Background: an optimization exercise with open tools, aiming at small area and a short achievable clock period. Do not read the settings as production practice.
Only simulation tests tie the RTL to the original design; equivalence was not proved.
Power figures rest on the tool's default switching activity, not on a simulated workload.

// trace_top
module trace_top (
  input  logic       fe_clk,
  input  logic       reset,
  input  logic [7:0] reg_addr,
  input  logic [7:0] reg_wdata,
  input  logic       reg_write,
  input  logic       reg_read,
  output logic [7:0] reg_rdata,
  input  logic [7:0] trace_data,
  input  logic       trace_valid,
  output logic       capturing,
  output logic       trig_out
);
  function automatic [7:0] inc8(input [7:0] q, input en);
    integer i;
    for (i = 0; i < 8; i = i + 1)
      inc8[i] = q[i] ^ (en & (&(q | ~((8'd1 << i) - 8'd1))));
  endfunction
  function automatic [7:0] dec8(input [7:0] q);
    integer i;
    for (i = 0; i < 8; i = i + 1)
      dec8[i] = q[i] ^ (&(~q | ~((8'd1 << i) - 8'd1)));
  endfunction
  function automatic [3:0] inc4(input [3:0] q, input en);
    integer i;
    for (i = 0; i < 4; i = i + 1)
      inc4[i] = q[i] ^ (en & (&(q | ~((4'd1 << i) - 4'd1))));
  endfunction
  logic page0;
  logic hi0, hi1, hi2, hi4;    
  assign page0 = (reg_addr[7:6] == 2'b00);
  assign hi0   = (reg_addr[7:3] == 5'b00000);
  assign hi1   = (reg_addr[7:3] == 5'b00001);
  assign hi2   = (reg_addr[7:3] == 5'b00010);
  assign hi4   = (reg_addr[7:3] == 5'b00100);
  logic [7:0] lo;              
  always_comb
    for (int i = 0; i < 8; i++)
      lo[i] = (reg_addr[2:0] == i[2:0]);
  logic [7:0] wd;
  assign wd = reg_wdata & {8{~reset}};
  logic wr0, wrp, wrm;
  assign wr0 = reg_write & hi0;
  assign wrp = reg_write & hi2;
  assign wrm = reg_write & hi4;
  logic [31:0] pat0, pat1, msk0, msk1;
  logic [1:0]  rule_en, trig_en;
  logic [7:0]  trig_delay, trig_width;
  logic        armed, arm_pulse;
  ...
Size in the first run: about 420 flip-flops, about 39 I/O pins, roughly 18000 um2 of cells after synthesis.
==> flow/config.mk <==
export PLATFORM = sky130hd
export DESIGN_NAME = trace_top
export DESIGN_NICKNAME = trace_top
export VERILOG_FILES = /design/flow/design.v
export SDC_FILE = /design/flow/constraint.sdc
export NUM_CORES = 4
export LEC_CHECK = 0
export CAP_MARGIN = 20
export CORE_MARGIN = 2
export CORE_UTILIZATION = 60
export CTS_BUF_LIST = sky130_fd_sc_hd__clkbuf_16
export CTS_CLUSTER_DIAMETER = 80
export CTS_CLUSTER_SIZE = 25
export SETUP_SLACK_MARGIN = 2.1
export SLEW_MARGIN = 20
==> flow/constraint.sdc <==
create_clock -name core_clock -period 4.0 [get_ports {fe_clk}]
set_input_delay 0.8000 -clock core_clock [delete_from_list [all_inputs] [get_ports {fe_clk}]]
set_output_delay 0.8000 -clock core_clock [all_outputs]
set_load 0.01 [all_outputs]
run.sh (not shown) runs the stock make flow with config.mk's settings and CLKGATE_MAP_FILE= SYNTH_SCRIPT=/design/flow/synth_recipe.tcl, a recipe that flattens the netlist after the stock synthesis.
Rerun with:
==> flow/flow/run.sh (new file) <==
#!/bin/bash
# Standard layout, with the port buffers made from buf_4 cells instead of
# the resizer's default pick.
set -euo pipefail
export BUFFER_PORTS_ARGS="-buffer_cell sky130_fd_sc_hd__buf_4"
bash standard.sh > standard.log 2>&1
==> flow/standard.sh (new file) <==
#!/bin/bash
# synth_recipe.tcl (not shown) runs the flow's synth.tcl, then flattens the netlist and writes it again
# the make line also repeats each setting of config.mk as NAME=value (left out here)
make -C /OpenROAD-flow-scripts/flow DESIGN_CONFIG=/design/flow/config.mk WORK_HOME=/design/flow/orfs CLKGATE_MAP_FILE= SYNTH_SCRIPT=/design/flow/synth_recipe.tcl "${@:-finish}"
- CAP_MARGIN: 20 -> 10
- SLEW_MARGIN: 20 -> 10
removed: flow/run.sh
Synthesized area does not change.
Hold slack stays flat.
Count of clock-buffer cells in the layout goes down by 1.
Final cell count decreases slightly.
Sequential power barely changes.
Core utilization shrinks by 1.1 points.
Clock skew drops by 0.010 ns.
Synthesized cell count stays the same.

run A:
trace_top, a different RTL version from the one above (not shown whole).
For scale: ~1600 cells after synthesis, about 410 flip-flops, about 39 I/O pins.
Settings: LEC_CHECK=0, CAP_MARGIN=20, CORE_MARGIN=2, CORE_UTILIZATION=40, SLEW_MARGIN=20; clock period 4.0 ns.
Stock flow here: none of the scripts above is used.
The following lists how run B was set up differently from run A:
# run A
export LEC_CHECK = 0
export CAP_MARGIN = 20
export CORE_MARGIN = 2
export CORE_UTILIZATION = 40
export SLEW_MARGIN = 20
create_clock -name core_clock -period 4.0 [get_ports {fe_clk}]
# run B
export LEC_CHECK = 0
export CAP_MARGIN = 20
export CORE_MARGIN = 2
export CORE_UTILIZATION = 40
export SETUP_SLACK_MARGIN = 1.5
export SLEW_MARGIN = 20
create_clock -name core_clock -period 4.0 [get_ports {fe_clk}]
## What came out
Measured against each other, run A and run B differ in fraction of area in registers, the higher figure coming from run A. Taking run A as the reference point, the tightest slew margin relative to the limit of run B rises by 0.73 points. As of run B, number of buffers outside the clock class in the layout had risen by more than 10% compared to run A. Run B vs. run A: combinational power share up 0.4 points, final area saw an increase, total buffers and inverters traversed by the critical path grew by 2, routed wire length has increased, total power moved up.
For run C, these inputs were changed with respect to run B:
# run B
export LEC_CHECK = 0
export CAP_MARGIN = 20
export CORE_MARGIN = 2
export CORE_UTILIZATION = 40
export SETUP_SLACK_MARGIN = 1.5
export SLEW_MARGIN = 20
create_clock -name core_clock -period 4.0 [get_ports {fe_clk}]
# run C
export LEC_CHECK = 0
export ABC_CLOCK_PERIOD_IN_PS = 1800
export CAP_MARGIN = 20
export CORE_MARGIN = 2
export CORE_UTILIZATION = 40
export SETUP_SLACK_MARGIN = 2.2
export SLEW_MARGIN = 20
create_clock -name core_clock -period 4.0 [get_ports {fe_clk}]
==> summary.txt <==
Compared with run B, run C degrades power. Worst hold margin: run C vs run B, no meaningful difference. Run C vs run B — count of clock-buffer cells in the layout rose 13%.

trace_top, a different RTL version from the one above (not shown whole).
For scale: roughly 1,200 cells after synthesis, roughly 410 flip-flops, ~39 I/O pins, ~0.017 mm2 of cells after synthesis.
export LEC_CHECK = 0
export CAP_MARGIN = 20
export CORE_MARGIN = 2
export CORE_UTILIZATION = 40
export CTS_BUF_LIST = sky130_fd_sc_hd__clkbuf_16
export CTS_CLUSTER_DIAMETER = 60
export CTS_CLUSTER_SIZE = 20
export SETUP_SLACK_MARGIN = 1.9
export SLEW_MARGIN = 20
create_clock -name core_clock -period 4.0 [get_ports {fe_clk}]
standard.sh (not shown) runs the stock make flow with config.mk's settings and CLKGATE_MAP_FILE= SYNTH_SCRIPT=/design/flow/synth_recipe.tcl, a recipe that flattens the netlist after the stock synthesis.
==> flow/flow/run.sh <==
#!/bin/bash
# Standard layout, with the port buffers made from buf_4 cells instead of
# the resizer's default pick.
set -euo pipefail
export BUFFER_PORTS_ARGS="-buffer_cell sky130_fd_sc_hd__buf_4"
bash standard.sh > standard.log 2>&1
Edit:
CORE_UTILIZATION = 60   (was 40)
CTS_CLUSTER_DIAMETER = 100   (was 60)
CTS_CLUSTER_SIZE = 30   (was 20)
SETUP_SLACK_MARGIN = 1.7   (was 1.9)
Non-clock buffer count goes down by 9. Global-route usage grows by 9.5 points. Count of clock-buffer cells in the layout is lower by 20. Final cell count is lower by 11%. Clock skew is about the same.
Edit:
CTS_CLUSTER_DIAMETER = 80   (was 100)
CTS_CLUSTER_SIZE = 25   (was 30)
SETUP_SLACK_MARGIN = 1.6   (was 1.7)
After rerunning: The changed run went through all stages and came out clean. Final area decreases by about 0.4%. First-iteration DRC count is lower by 1.6%. Core utilization goes down by 0.27 points. Hold slack gets worse by 10 ps. Routed wire length rises by about 1.9%. Setup slack gets worse by 61 ps. Total power climbs by 2.8%. Global-route usage grows by 0.23 points. Non-clock buffer count is lower by 7.
Edit:
==> flow/flow/run.sh (replaced) <==
#!/bin/bash
# Standard layout, with the port buffers made from buf_2 cells instead of
# the resizer's default pick.
set -euo pipefail
export BUFFER_PORTS_ARGS="-buffer_cell sky130_fd_sc_hd__buf_2"
bash standard.sh > standard.log 2>&1
CORE_UTILIZATION = 40   (was 60)
CTS_CLUSTER_DIAMETER = 60   (was 80)
CTS_CLUSTER_SIZE = 20   (was 25)
SETUP_SLACK_MARGIN = 1.9   (was 1.6)
What happened: Clock power increases by 61%. Die area rose by 49%. Worst setup slack gains 46 ps. Combinational power came out higher by about 4%. Total power grows by 19%. Fmax rose by about 2%. Sequential share of layout area fell by 4.3 points. Routed wire length increases by about 9%.

port drivers added, routing unchanged:
In the flow no input, the clock included, has a driving cell. The finished layouts below were timed again as built, in two steps. Step 1, drivers: a clkbuf_16 drives fe_clk and a buf_2 each remaining input, both assumed. Step 2 moves the port delays by t, midway between the first and last clock arrival at a register: inputs arrive t later, outputs are due t later. That takes back most of the time a late clock gives input paths. a / b / c = ideal ports / drivers / drivers and shift; a / b = the first two.
run | shift t [ns] | setup slack, ns | latest minus earliest clock arrival (ns)
the first run of note 1 | 0.601 | 1.842 / 1.842 / 1.430 | 0.031 / 0.031
the second run of note 1 | 0.601 | 1.930 / 1.885 / 1.377 | 0.020 / 0.020
run A | 0.643 | 1.036 / 1.069 / 0.426 | 0.034 / 0.034
run B | 0.639 | 1.521 / 1.496 / 0.905 | 0.034 / 0.033
run C | 0.655 | 1.645 / 1.645 / 1.298 | 0.030 / 0.030
the first run of note 3 | 0.587 | 1.697 / 1.697 / 1.203 | 0.024 / 0.024
the second run of note 3 | 0.587 | 1.680 / 1.680 / 1.151 | 0.022 / 0.022
the third run of note 3 | 0.609 | 1.619 / 1.619 / 1.065 | 0.040 / 0.040
the fourth run of note 3 | 0.617 | 1.666 / 1.666 / 1.082 | 0.043 / 0.043
After both steps setup and hold are still met in every run listed. The setup slack of run B, which loses most, moves by -0.025 ns with the drivers and by -0.616 ns with both steps.
